This is an optimization exercise on Yosys and OpenROAD, whose aim is small area, a short achievable clock period and few clock cycles per item, not a production implementation.
At most, simulation tests tie the RTL to the original design; equivalence was not proved.
Power is estimated from default activity; no workload was simulated.

==> job 5075: inputs <==
==> flow/design.v <==
`default_nettype none
package rv_core_pkg;
  localparam int XLEN = 32;
  localparam logic [XLEN-1:0] RESET_PC = '0;
  localparam logic [4:0] OPCODE_OP     = 5'b01100;
  localparam logic [4:0] OPCODE_OP_IMM = 5'b00100;
  localparam logic [4:0] OPCODE_LUI    = 5'b01101;
  localparam logic [4:0] OPCODE_AUIPC  = 5'b00101;
  localparam logic [4:0] OPCODE_JAL    = 5'b11011;
  localparam logic [4:0] OPCODE_JALR   = 5'b11001;
  localparam logic [4:0] OPCODE_BRANCH = 5'b11000;
  localparam logic [2:0] FUNCT3_ADD  = 3'b000;
  localparam logic [2:0] FUNCT3_SLL  = 3'b001;
  localparam logic [2:0] FUNCT3_SLT  = 3'b010;
  localparam logic [2:0] FUNCT3_SLTU = 3'b011;
  localparam logic [2:0] FUNCT3_XOR  = 3'b100;
  localparam logic [2:0] FUNCT3_SR   = 3'b101;
  localparam logic [2:0] FUNCT3_OR   = 3'b110;
  localparam logic [2:0] FUNCT3_AND  = 3'b111;
  localparam logic [2:0] FUNCT3_BEQ  = 3'b000;
  localparam logic [2:0] FUNCT3_BNE  = 3'b001;
  localparam logic [2:0] FUNCT3_BLT  = 3'b100;
  localparam logic [2:0] FUNCT3_BGE  = 3'b101;
  localparam logic [2:0] FUNCT3_BLTU = 3'b110;
  localparam logic [2:0] FUNCT3_BGEU = 3'b111;
  typedef logic [XLEN-1:0] word_t;
  typedef logic [4:0]      reg_addr_t;
  typedef struct packed {
    word_t pc;
    word_t inst;
  } fetch_t;
  typedef struct packed {
    logic [4:0] opcode;
    logic [2:0] funct3;
    reg_addr_t  rs1_addr;
    reg_addr_t  rs2_addr;
    reg_addr_t  rd_addr;
    logic       rd_wb;
    word_t      imm;
    logic [2:0] alu_op;
    logic       alu_alternate;
    logic       src1_is_pc;
    logic       src1_is_zero;
    logic       src2_is_imm;
  } decoded_t;
  typedef struct packed {
    word_t     pc;
    word_t     inst;
    reg_addr_t rd_addr;
    logic      rd_wb;
    word_t     rd_data;
    word_t     npc;
  } commit_t;
endpackage
`default_nettype wire
`timescale 1ns/1ns
`default_nettype none
module rv_regfile (
  input  wire                     clk,
  input  wire                     nrst,
  input  rv_core_pkg::reg_addr_t  i_rs1_addr,
  input  wire                     i_rs1_en,
  input  rv_core_pkg::reg_addr_t  i_rs2_addr,
  input  wire                     i_rs2_en,
  input  wire                     i_we,
  input  rv_core_pkg::reg_addr_t  i_rd_addr,
  input  rv_core_pkg::word_t      i_rd_data,
  output rv_core_pkg::word_t      o_rs1_data,
  output rv_core_pkg::word_t      o_rs2_data
);
  rv_core_pkg::word_t regs [1:31];
  logic [31:1]        valid;
  logic [31:1]        sel1, sel2, wsel;
  always_comb begin
    for (int i = 1; i < 32; i++) begin
      sel1[i] = i_rs1_en && valid[i] && (i_rs1_addr == 5'(i));
      sel2[i] = i_rs2_en && valid[i] && (i_rs2_addr == 5'(i));
      wsel[i] = i_we && (i_rd_addr == 5'(i));
    end
  end
  always_ff @(posedge clk) begin
    if (!nrst) begin
      valid <= '0;
    end else begin
      valid <= valid | wsel;
    end
  end
  always_ff @(posedge clk) begin
    for (int i = 1; i < 32; i++) begin
      if (wsel[i]) begin
        regs[i] <= i_rd_data;
      end
    end
  end
  always_comb begin
    o_rs1_data = '0;
    o_rs2_data = '0;
    for (int i = 1; i < 32; i++) begin
      o_rs1_data = o_rs1_data | ({32{sel1[i]}} & regs[i]);
      o_rs2_data = o_rs2_data | ({32{sel2[i]}} & regs[i]);
    end
  end
endmodule
`default_nettype wire
`timescale 1ns/1ns
`default_nettype none
module rv_execute (
  input  rv_core_pkg::word_t  i_inst,
  input  rv_core_pkg::word_t  i_pc,
  input  rv_core_pkg::word_t  i_a,
  input  rv_core_pkg::word_t  i_b,
  output rv_core_pkg::word_t  o_rd_data,
  output rv_core_pkg::word_t  o_npc
);
  rv_core_pkg::word_t x;
  logic [2:0]         f3;
  logic               is_op, is_br, is_jal, is_jalr, sub, sra;
  rv_core_pkg::word_t a, b, b_add, imm_u, imm_t, sum, tgt, pc4;
  rv_core_pkg::word_t shr, shl, alu;
  logic signed [32:0] shr_x;
  logic [31:0]        lt_t [0:5];
  logic [31:0]        eq_t [0:5];
  logic               ltu, lts, eq, cond, taken, slt;
  assign x  = i_inst;
  assign f3 = x[14:12];
  assign is_op   = x[5] & x[4] & ~x[2];
  assign is_br   = x[6] & ~x[2];
  assign is_jal  = x[3];
  assign is_jalr = x[6] & ~x[3] & x[2];
  assign sub     = is_op && f3 == 3'b000 && x[30];
  assign sra     = x[30];
  assign imm_u = {x[31:12], 12'h000};
  always_comb begin
    if (!x[2]) imm_t = {{20{x[31]}}, x[7], x[30:25], x[11:8], 1'b0};
    else if (x[3]) imm_t = {{12{x[31]}}, x[19:12], x[20], x[30:21], 1'b0};
    else imm_t = imm_u;
  end
  assign a     = i_a;
  assign b     = i_b;
  assign b_add = b ^ {32{sub}};
  assign sum   = a + b_add + {31'd0, sub};
  assign tgt   = i_pc + imm_t;
  always_comb begin
    lt_t[0] = {1'b0, ~a[30:0] & b[30:0]};
    eq_t[0] = {1'b1, ~(a[30:0] ^ b[30:0])};
    for (int l = 0; l < 5; l++) begin
      lt_t[l + 1] = '0;
      eq_t[l + 1] = '0;
      for (int k = 0; k < (32 >> (l + 1)); k++) begin
        lt_t[l + 1][k] = lt_t[l][2 * k + 1] | (eq_t[l][2 * k + 1] & lt_t[l][2 * k]);
        eq_t[l + 1][k] = eq_t[l][2 * k + 1] & eq_t[l][2 * k];
      end
    end
  end
  assign eq  = ~(a[31] ^ b[31]) & eq_t[5][0];
  assign ltu = (~a[31] & b[31]) | (~(a[31] ^ b[31]) & lt_t[5][0]);
  assign lts = (a[31] & ~b[31]) | (~(a[31] ^ b[31]) & lt_t[5][0]);
  assign slt = f3[0] ? ltu : lts;
  always_comb begin
    cond  = f3[2] ? (f3[1] ? ltu : lts) : eq;
    taken = cond ^ f3[0];
  end
  assign shr_x = $signed({sra & a[31], a}) >>> b[4:0];
  assign shr   = shr_x[31:0];
  assign shl = a << b[4:0];
  always_comb begin
    case (f3)
      3'b000:  alu = sum;
      3'b001:  alu = shl;
      3'b010:  alu = {31'd0, slt};
      3'b011:  alu = {31'd0, slt};
      3'b100:  alu = a ^ b;
      3'b101:  alu = shr;
      3'b110:  alu = a | b;
      default: alu = a & b;
    endcase
  end
  assign pc4 = i_pc + 32'd4;
  always_comb begin
    if (!x[2]) o_rd_data = alu;
    else if (x[6]) o_rd_data = pc4;
    else if (x[5]) o_rd_data = imm_u;
    else o_rd_data = tgt;
  end
  always_comb begin
    if (is_jalr) o_npc = {sum[31:1], 1'b0};
    else if (is_jal || (is_br && taken)) o_npc = tgt;
    else o_npc = pc4;
  end
endmodule
`default_nettype wire
`timescale 1ns/1ns
`default_nettype none
module rv_core_top (
  input  wire                   clk,
  input  wire                   nrst,
  input  wire                   i_fetch_ack,
  input  rv_core_pkg::word_t    i_fetch_inst,
  input  wire                   i_commit_ack,
  output logic                  o_fetch_req,
  output rv_core_pkg::word_t    o_fetch_pc,
  output logic                  o_commit_req,
  output rv_core_pkg::commit_t  o_commit
);
  logic               s_exec, s_commit;
  rv_core_pkg::word_t pc;
  rv_core_pkg::word_t inst_q, a_q, b_q, rd_q, npc_q;
  rv_core_pkg::word_t x, rs1_data, rs2_data, b_d, rd_data, npc;
  logic               rs2_en, rd_wb;
  assign o_fetch_req  = !s_exec && !s_commit && !i_fetch_ack && !i_commit_ack;
  assign o_commit_req = s_commit && !i_commit_ack;
  always_ff @(posedge clk) begin
    if (!nrst) begin
      s_exec   <= 1'b0;
      s_commit <= 1'b0;
    end else begin
      s_exec <= !s_exec && !s_commit && i_fetch_ack;
      if (s_exec) begin
        s_commit <= 1'b1;
      end else if (s_commit && i_commit_ack) begin
        s_commit <= 1'b0;
      end
    end
  end
  assign x      = i_fetch_inst;
  assign rs2_en = x[5] & ~x[2];                  
  rv_regfile u_regfile (
    .clk        (clk),
    .nrst       (nrst),
    .i_rs1_addr (x[19:15]),
    .i_rs1_en   (1'b1),
    .i_rs2_addr (x[24:20]),
    .i_rs2_en   (rs2_en),
    .i_we       (s_commit && rd_wb),
    .i_rd_addr  (inst_q[11:7]),
    .i_rd_data  (rd_q),
    .o_rs1_data (rs1_data),
    .o_rs2_data (rs2_data)
  );
  assign b_d = rs2_en ? rs2_data : {{20{x[31]}}, x[31:20]};
  always_ff @(posedge clk) begin
    if (!s_exec && !s_commit) begin
      inst_q <= x;
      a_q    <= rs1_data;
      b_q    <= b_d;
    end
  end
  rv_execute u_execute (
    .i_inst    (inst_q),
    .i_pc      (pc),
    .i_a       (a_q),
    .i_b       (b_q),
    .o_rd_data (rd_data),
    .o_npc     (npc)
  );
  always_ff @(posedge clk) begin
    if (!s_commit) begin
      rd_q  <= rd_data;
      npc_q <= npc;
    end
  end
  assign rd_wb = (inst_q[11:7] != 5'd0) && !(inst_q[6] && !inst_q[2]);
  always_ff @(posedge clk) begin
    if (!nrst) begin
      pc <= rv_core_pkg::RESET_PC;
    end else if (s_commit && i_commit_ack) begin
      pc <= {npc_q[31:1], 1'b0};
    end
  end
  assign o_fetch_pc       = pc;
  assign o_commit.pc      = pc;
  assign o_commit.inst    = inst_q;
  assign o_commit.rd_addr = inst_q[11:7];
  assign o_commit.rd_wb   = rd_wb;
  assign o_commit.rd_data = rd_q;
  assign o_commit.npc     = npc_q;
endmodule
`default_nettype wire
==> flow/run.sh <==
#!/bin/bash
# synth_recipe.tcl (not shown) runs the flow's synth.tcl, then flattens the netlist and writes it again
# the make line also repeats each setting of config.mk as NAME=value (left out here)
make -C /OpenROAD-flow-scripts/flow DESIGN_CONFIG=/design/flow/config.mk WORK_HOME=/design/flow/orfs CLKGATE_MAP_FILE= SYNTH_SCRIPT=/design/flow/synth_recipe.tcl finish
==> flow/config.mk <==
export PLATFORM = sky130hd
export DESIGN_NAME = rv_core_top
export DESIGN_NICKNAME = rv_core_top
export VERILOG_FILES = /design/flow/design.v
export SDC_FILE = /design/flow/constraint.sdc
export NUM_CORES = 4
export LEC_CHECK = 0
export CAP_MARGIN = 20
export CORE_MARGIN = 2
export CORE_UTILIZATION = 50
export SETUP_SLACK_MARGIN = 4.6
export SLEW_MARGIN = 20
export TNS_END_PERCENT = 5
==> flow/constraint.sdc <==
create_clock -name core_clock -period 8.6 [get_ports {clk}]
set_input_delay 1.7200 -clock core_clock [delete_from_list [all_inputs] [get_ports {clk}]]
set_output_delay 1.7200 -clock core_clock [all_outputs]
set_load 0.01 [all_outputs]
==> job 4463 (differences from job 5075) <==
==> flow/design.v, changed modules only <==
module rv_execute (
  input  rv_core_pkg::word_t  i_inst,
  input  rv_core_pkg::word_t  i_pc,
  input  rv_core_pkg::word_t  i_a,
  input  rv_core_pkg::word_t  i_b,
  input  wire                 i_cin,
  output logic                o_rd_wb,
  output rv_core_pkg::word_t  o_rd_data,
  output rv_core_pkg::word_t  o_npc
);
  rv_core_pkg::word_t inst;
  logic [2:0]         f3;
  logic [32:0]        sum;
  logic               ltu, lts, eq, cond, taken;
  logic               is_jal, is_jalr, is_br;
  rv_core_pkg::word_t imm_t, tgt, pc4, shr, shl, alu;
  assign inst = i_inst;
  assign f3   = inst[14:12];
  assign is_jal  = inst[3];
  assign is_jalr = inst[6] & ~inst[3] & inst[2];
  assign is_br   = inst[6] & ~inst[2];
  assign sum = {1'b0, i_a} + {1'b0, i_b} + {32'd0, i_cin};
  assign ltu = ~sum[32];
  assign lts = ltu ^ i_a[31] ^ ~i_b[31];
  assign eq  = &(i_a ^ i_b);
  always_comb begin
    cond  = f3[2] ? (f3[1] ? ltu : lts) : eq;
    taken = cond ^ f3[0];
  end
  always_comb begin
    if (!inst[2]) imm_t = {{20{inst[31]}}, inst[7], inst[30:25], inst[11:8], 1'b0};
    else if (inst[3]) imm_t = {{12{inst[31]}}, inst[19:12], inst[20], inst[30:21], 1'b0};
    else imm_t = {inst[31:12], 12'h000};
  end
  assign tgt = i_pc + imm_t;
  assign pc4 = i_pc + 32'd4;
  assign shr = $unsigned($signed({inst[30] & i_a[31], i_a}) >>> i_b[4:0]);
  always_comb begin
    for (int i = 0; i < 32; i++) shl[i] = shr[31 - i];
  end
  always_comb begin
    case (f3)
      3'b000:  alu = sum[31:0];
      3'b001:  alu = shl;
      3'b010:  alu = {31'd0, lts};
      3'b011:  alu = {31'd0, ltu};
      3'b100:  alu = i_a ^ i_b;
      3'b101:  alu = shr;
      3'b110:  alu = i_a | i_b;
      default: alu = i_a & i_b;
    endcase
  end
  always_comb begin
    if (!inst[2]) o_rd_data = alu;
    else if (inst[6]) o_rd_data = pc4;
    else if (inst[5]) o_rd_data = sum[31:0];
    else o_rd_data = tgt;
  end
  always_comb begin
    if (is_jalr) o_npc = {sum[31:1], 1'b0};
    else if (is_jal || (is_br && taken)) o_npc = tgt;
    else o_npc = pc4;
  end
  assign o_rd_wb = (inst[11:7] != 5'd0) && !is_br;
endmodule
module rv_core_top (
  input  wire                   clk,
  input  wire                   nrst,
  input  wire                   i_fetch_ack,
  input  rv_core_pkg::word_t    i_fetch_inst,
  input  wire                   i_commit_ack,
  output logic                  o_fetch_req,
  output rv_core_pkg::word_t    o_fetch_pc,
  output logic                  o_commit_req,
  output rv_core_pkg::commit_t  o_commit
);
  logic               s_commit;
  rv_core_pkg::word_t pc;
  rv_core_pkg::word_t inst_q;
  rv_core_pkg::word_t a_q, b_q;
  logic               cin_q;
  rv_core_pkg::word_t x;
  rv_core_pkg::word_t rs1_data, rs2_data;
  rv_core_pkg::word_t a_d, b_d, imm_b;
  logic               is_lui, rs2_en, alu_ins, sub, sll;
  logic [2:0]         f3;
  logic               rd_wb;
  rv_core_pkg::word_t rd_data, npc;
  assign o_fetch_req  = !s_commit && !i_fetch_ack && !i_commit_ack;
  assign o_commit_req = s_commit && !i_commit_ack;
  always_ff @(posedge clk) begin
    if (!nrst) begin
      s_commit <= 1'b0;
    end else if (!s_commit && i_fetch_ack) begin
      s_commit <= 1'b1;
    end else if (s_commit && i_commit_ack) begin
      s_commit <= 1'b0;
    end
  end
  assign x       = i_fetch_inst;
  assign f3      = x[14:12];
  assign is_lui  = x[5] & x[4] & x[2];
  assign rs2_en  = x[5] & ~x[2];           
  assign alu_ins = x[4] & ~x[2];           
  assign sll     = alu_ins && (f3 == 3'b001);
  assign sub     = (x[6] & ~x[2]) ||
                   (alu_ins && (f3 == 3'b010 || f3 == 3'b011)) ||
                   (rs2_en && x[4] && f3 == 3'b000 && x[30]);
  rv_regfile u_regfile (
    .clk        (clk),
    .nrst       (nrst),
    .i_rs1_addr (x[19:15]),
    .i_rs1_en   (!is_lui),
    .i_rs2_addr (x[24:20]),
    .i_rs2_en   (rs2_en),
    .i_we       (s_commit && rd_wb),
    .i_rd_addr  (inst_q[11:7]),
    .i_rd_data  (rd_data),
    .o_rs1_data (rs1_data),
    .o_rs2_data (rs2_data)
  );
  assign imm_b = (x[2] && !x[6]) ? {x[31:12], 12'h000} : {{20{x[31]}}, x[31:20]};
  always_comb begin
    for (int i = 0; i < 32; i++) a_d[i] = sll ? rs1_data[31 - i] : rs1_data[i];
    b_d = (rs2_en ? rs2_data : imm_b) ^ {32{sub}};
  end
  always_ff @(posedge clk) begin
    if (!s_commit) begin
      inst_q <= x;
      a_q    <= a_d;
      b_q    <= b_d;
      cin_q  <= sub;
    end
  end
  rv_execute u_execute (
    .i_inst    (inst_q),
    .i_pc      (pc),
    .i_a       (a_q),
    .i_b       (b_q),
    .i_cin     (cin_q),
    .o_rd_wb   (rd_wb),
    .o_rd_data (rd_data),
    .o_npc     (npc)
  );
  always_ff @(posedge clk) begin
    if (!nrst) begin
      pc <= rv_core_pkg::RESET_PC;
    end else if (s_commit && i_commit_ack) begin
      pc <= {npc[31:1], 1'b0};
    end
  end
  assign o_fetch_pc       = pc;
  assign o_commit.pc      = pc;
  assign o_commit.inst    = inst_q;
  assign o_commit.rd_addr = inst_q[11:7];
  assign o_commit.rd_wb   = rd_wb;
  assign o_commit.rd_data = rd_data;
  assign o_commit.npc     = npc;
endmodule
--- a/flow/config.mk
+++ b/flow/config.mk
@@ -9,5 +9,4 @@
 export CORE_MARGIN = 2
-export CORE_UTILIZATION = 50
-export SETUP_SLACK_MARGIN = 4.6
+export CORE_UTILIZATION = 40
+export SETUP_SLACK_MARGIN = 0.2
 export SLEW_MARGIN = 20
-export TNS_END_PERCENT = 5
==> job 6895 (differences from job 5075) <==
==> flow/design.v, changed modules only <==
module rv_execute (
  input  rv_core_pkg::word_t  i_inst,
  input  rv_core_pkg::word_t  i_pc,
  input  rv_core_pkg::word_t  i_a,
  input  rv_core_pkg::word_t  i_b,
  input  wire                 i_sub,
  input  wire                 i_sll,
  output rv_core_pkg::word_t  o_rd_data,
  output rv_core_pkg::word_t  o_npc
);
  rv_core_pkg::word_t x;
  logic [2:0]         f3;
  logic               is_op, is_br, is_jal, is_jalr, sub, sra;
  rv_core_pkg::word_t a, b, b_add, imm_u, imm_t, sum, tgt, pc4;
  rv_core_pkg::word_t shr, shl, alu;
  rv_core_pkg::word_t sh_in;
  logic signed [32:0] shr_x;
  logic [31:0]        lt_t [0:5];
  logic [31:0]        eq_t [0:5];
  logic               ltu, lts, eq, cond, taken, slt;
  assign x  = i_inst;
  assign f3 = x[14:12];
  assign is_op   = x[5] & x[4] & ~x[2];
  assign is_br   = x[6] & ~x[2];
  assign is_jal  = x[3];
  assign is_jalr = x[6] & ~x[3] & x[2];
  assign sub     = i_sub;
  assign sra     = x[30];
  assign imm_u = {x[31:12], 12'h000};
  always_comb begin
    if (!x[2]) imm_t = {{20{x[31]}}, x[7], x[30:25], x[11:8], 1'b0};
    else if (x[3]) imm_t = {{12{x[31]}}, x[19:12], x[20], x[30:21], 1'b0};
    else imm_t = imm_u;
  end
  assign a     = i_a;
  assign b     = i_b;
  assign b_add = b ^ {32{sub}};
  assign sum   = a + b_add + {31'd0, sub};
  assign tgt   = i_pc + imm_t;
  always_comb begin
    lt_t[0] = {1'b0, ~a[30:0] & b[30:0]};
    eq_t[0] = {1'b1, ~(a[30:0] ^ b[30:0])};
    for (int l = 0; l < 5; l++) begin
      lt_t[l + 1] = '0;
      eq_t[l + 1] = '0;
      for (int k = 0; k < (32 >> (l + 1)); k++) begin
        lt_t[l + 1][k] = lt_t[l][2 * k + 1] | (eq_t[l][2 * k + 1] & lt_t[l][2 * k]);
        eq_t[l + 1][k] = eq_t[l][2 * k + 1] & eq_t[l][2 * k];
      end
    end
  end
  assign eq  = ~(a[31] ^ b[31]) & eq_t[5][0];
  assign ltu = (~a[31] & b[31]) | (~(a[31] ^ b[31]) & lt_t[5][0]);
  assign lts = (a[31] & ~b[31]) | (~(a[31] ^ b[31]) & lt_t[5][0]);
  assign slt = f3[0] ? ltu : lts;
  always_comb begin
    cond  = f3[2] ? (f3[1] ? ltu : lts) : eq;
    taken = cond ^ f3[0];
  end
  always_comb begin
    for (int i = 0; i < 32; i++) sh_in[i] = i_sll ? a[31 - i] : a[i];
  end
  assign shr_x = $signed({sra & a[31], sh_in}) >>> b[4:0];
  assign shr   = shr_x[31:0];
  always_comb begin
    for (int i = 0; i < 32; i++) shl[i] = shr[31 - i];
  end
  always_comb begin
    case (f3)
      3'b000:  alu = sum;
      3'b001:  alu = shl;
      3'b010:  alu = {31'd0, slt};
      3'b011:  alu = {31'd0, slt};
      3'b100:  alu = a ^ b;
      3'b101:  alu = shr;
      3'b110:  alu = a | b;
      default: alu = a & b;
    endcase
  end
  assign pc4 = i_pc + 32'd4;
  always_comb begin
    if (!x[2]) o_rd_data = alu;
    else if (x[6]) o_rd_data = pc4;
    else if (x[5]) o_rd_data = imm_u;
    else o_rd_data = tgt;
  end
  always_comb begin
    if (is_jalr) o_npc = {sum[31:1], 1'b0};
    else if (is_jal || (is_br && taken)) o_npc = tgt;
    else o_npc = pc4;
  end
endmodule
module rv_core_top (
  input  wire                   clk,
  input  wire                   nrst,
  input  wire                   i_fetch_ack,
  input  rv_core_pkg::word_t    i_fetch_inst,
  input  wire                   i_commit_ack,
  output logic                  o_fetch_req,
  output rv_core_pkg::word_t    o_fetch_pc,
  output logic                  o_commit_req,
  output rv_core_pkg::commit_t  o_commit
);
  logic               s_idle, s_exec, s_commit;
  rv_core_pkg::word_t pc;
  rv_core_pkg::word_t inst_q, a_q, b_q, rd_q, npc_q;
  rv_core_pkg::word_t x, rs1_data, rs2_data, b_d, rd_data, npc;
  logic               rs2_en, rd_wb, sub_q, sll_q;
  assign o_fetch_req  = s_idle && !i_fetch_ack && !i_commit_ack;
  assign o_commit_req = s_commit && !i_commit_ack;
  always_ff @(posedge clk) begin
    if (!nrst) begin
      s_idle   <= 1'b1;
      s_exec   <= 1'b0;
      s_commit <= 1'b0;
    end else begin
      s_exec <= s_idle && i_fetch_ack;
      if (s_idle && i_fetch_ack) begin
        s_idle <= 1'b0;
      end else if (s_commit && i_commit_ack) begin
        s_idle <= 1'b1;
      end
      if (s_exec) begin
        s_commit <= 1'b1;
      end else if (s_commit && i_commit_ack) begin
        s_commit <= 1'b0;
      end
    end
  end
  assign x      = i_fetch_inst;
  assign rs2_en = x[5] & ~x[2];                  
  rv_regfile u_regfile (
    .clk        (clk),
    .nrst       (nrst),
    .i_rs1_addr (x[19:15]),
    .i_rs1_en   (1'b1),
    .i_rs2_addr (x[24:20]),
    .i_rs2_en   (1'b1),
    .i_we       (s_commit && rd_wb),
    .i_rd_addr  (inst_q[11:7]),
    .i_rd_data  (rd_q),
    .o_rs1_data (rs1_data),
    .o_rs2_data (rs2_data)
  );
  assign b_d = rs2_en ? rs2_data : {{20{x[31]}}, x[31:20]};
  always_ff @(posedge clk) begin
    if (s_idle) begin
      inst_q <= x;
      a_q    <= rs1_data;
      b_q    <= b_d;
      sub_q  <= x[5] && x[4] && !x[2] && x[14:12] == 3'b000 && x[30];    
      sll_q  <= x[4] && !x[2] && x[14:12] == 3'b001;
      rd_wb  <= (x[11:7] != 5'd0) && !(x[6] && !x[2]);
    end
  end
  rv_execute u_execute (
    .i_inst    (inst_q),
    .i_pc      (pc),
    .i_a       (a_q),
    .i_b       (b_q),
    .i_sub     (sub_q),
    .i_sll     (sll_q),
    .o_rd_data (rd_data),
    .o_npc     (npc)
  );
  always_ff @(posedge clk) begin
    rd_q  <= rd_data;
    npc_q <= npc;
  end
  always_ff @(posedge clk) begin
    if (!nrst) begin
      pc <= rv_core_pkg::RESET_PC;
    end else if (s_commit && i_commit_ack) begin
      pc <= {npc_q[31:1], 1'b0};
    end
  end
  assign o_fetch_pc       = pc;
  assign o_commit.pc      = pc;
  assign o_commit.inst    = inst_q;
  assign o_commit.rd_addr = inst_q[11:7];
  assign o_commit.rd_wb   = rd_wb;
  assign o_commit.rd_data = rd_q;
  assign o_commit.npc     = npc_q;
endmodule
==> flow/flow/run.sh (new file) <==
#!/bin/bash
# Own flow: the standard layout (standard.sh, every step unchanged) except
# that the ports are buffered with sky130_fd_sc_hd__buf_1 cells, which the
# timing repair may resize within the buf family, instead of the default
# delay-buffer cells, which it cannot swap for faster ones. Every port still
# gets its own buffer. make's full output goes to standard_flow.log here; each
# ORFS step keeps its own log under orfs/logs/.
set -euo pipefail
W="$(cd "$(dirname "${BASH_SOURCE[0]}")/.." && pwd)"
cd "$W"
bash "$W/standard.sh" "BUFFER_PORTS_ARGS=-buffer_cell sky130_fd_sc_hd__buf_1" finish > "$W/standard_flow.log" 2>&1
==> flow/standard.sh (new file) <==
#!/bin/bash
# synth_recipe.tcl (not shown) runs the flow's synth.tcl, then flattens the netlist and writes it again
# the make line also repeats each setting of config.mk as NAME=value (left out here)
make -C /OpenROAD-flow-scripts/flow DESIGN_CONFIG=/design/flow/config.mk WORK_HOME=/design/flow/orfs CLKGATE_MAP_FILE= SYNTH_SCRIPT=/design/flow/synth_recipe.tcl "${@:-finish}"
--- a/flow/config.mk
+++ b/flow/config.mk
@@ -10,3 +10,3 @@
 export CORE_UTILIZATION = 50
-export SETUP_SLACK_MARGIN = 4.6
+export SETUP_SLACK_MARGIN = 4.9
 export SLEW_MARGIN = 20
removed: flow/run.sh
==> notes <==
Via count: job 4463 < job 6895 < job 5075.
Register-to-register slack, highest first: job 6895, job 5075, job 4463.
Of job 5075 and job 6895, job 5075 has the higher critical path depth (gap 2).
Core utilization, highest first: job 5075, job 6895, job 4463.
Global-route usage, highest first: job 5075, job 6895, job 4463.
Job 6895 passed the timing, design-rule and antenna checks. Job 5075 went through all stages and came out clean. Job 4463 finished clean.
Combinational power, lowest first: job 4463, job 5075, job 6895.
The lowest first-iteration DRC count belongs to job 6895, the highest to job 5075.
The highest die area belongs to job 4463, the lowest to job 6895.
Wire length: job 4463 < job 6895 < job 5075.
Synthesized cell count: job 5075 > job 6895 > job 4463.
Cell count, lowest first: job 6895, job 4463, job 5075.
==> figures <==
| quantity | job 5075 | job 6895 | job 4463 |
|---|---|---|---|
| Setup repair after global routing missed its margin | yes | yes | no |
| Final worst path period share | 50.7% | 47.5% | 95.6% |
| Flip-flop and latch share of the layout cell area | 50.3% | 51.2% | 51.7% |
| Number of diodes added for antenna fixing | 13 | 17 | 15 |
| Initial DRC Count | 12353 | 11928 | 12157 |
| Number of enable flip-flop cells after synthesis | 1151 | 1091 | 1089 |
| Outcome | complete, no violations | complete, no violations | complete, no violations |
| Post-Synth XOR/XNOR Area | 1.46% | 1.66% | 1.91% |
| Number of distinct library cell variants in the gate-level netlist after synthesis | 92 | 82 | 92 |
| Floorplan Core Area | 0.120 mm^2 | 0.118 mm^2 | 0.141 mm^2 |
| Highest attainable clock frequency | 229 MHz | 245 MHz | 122 MHz |
| Clock share of power | 38.7% | 37.5% | 37.6% |
| Worst Hold Path EP | u_regfile.valid[23] | s_commit | u_regfile.valid[21] |
| Routed vias/inst | 7.98 | 7.95 | 7.65 |
| Tightest Pin Transition | 1320 ps | 1200 ps | 1270 ps |
| Cell count after synthesis | 4846 | 4780 | 4629 |
| First-pass iteration count of the detailed router | 11 | 13 | 10 |
| Routed met1 length | 102 mm | 96.5 mm | 96.5 mm |
| Via count of the first global-routing pass | 49019 | 48125 | 46819 |
| Static Leakage | 0.0248 uW | 0.0241 uW | 0.0221 uW |
| Layout buffering overhead excluding clock cells | 6.28% | 5.10% | 5.42% |
| Clock-pin slew on the worst setup and hold paths | 70 ps | 70 ps | 60 ps |
| Post-CTS repair timing setup buffer count | 67 | 96 | 0 |
Testbench counts of job 5075, summed over its fixed seeds: cycles 23,992, insts 4,800.
Testbench counts of job 6895, summed over its fixed seeds: cycles 23,992, insts 4,800.
Only the layout flow was run in job 4463; the RTL was not checked for function there.

==> static timing again, ports no longer ideal <==
In the flow no input, the clock included, has a driving cell. The finished layouts below were timed again as built, in two steps.
Step 1: set_driving_cell puts a clkbuf_16 on clk and a buf_2 on each other input, an assumption about the parent block.
Step 2 times the ports against the registers' clock, not the clock port: input delays grow and output delays shrink by t, the midpoint of the rising clock arrivals with the driver on.
Three values: no drivers, after step 1, after step 2; two values: the first two.
| run | t, ns | setup WS [ns] | worst setup path at the end |
|---|---|---|---|
| job 5075 | 0.842 | 4.241 / 4.241 / 3.463 | input to register |
| job 4463 | 0.844 | 0.383 / 0.300 / 1.144 | register to output |
| job 6895 | 0.849 | 4.519 / 4.569 / 3.719 | input to register |
After both steps setup and hold are still met in every run listed. For job 6895, which loses most, drivers alone change the setup slack by +0.050 ns; drivers and shift together by -0.800 ns.
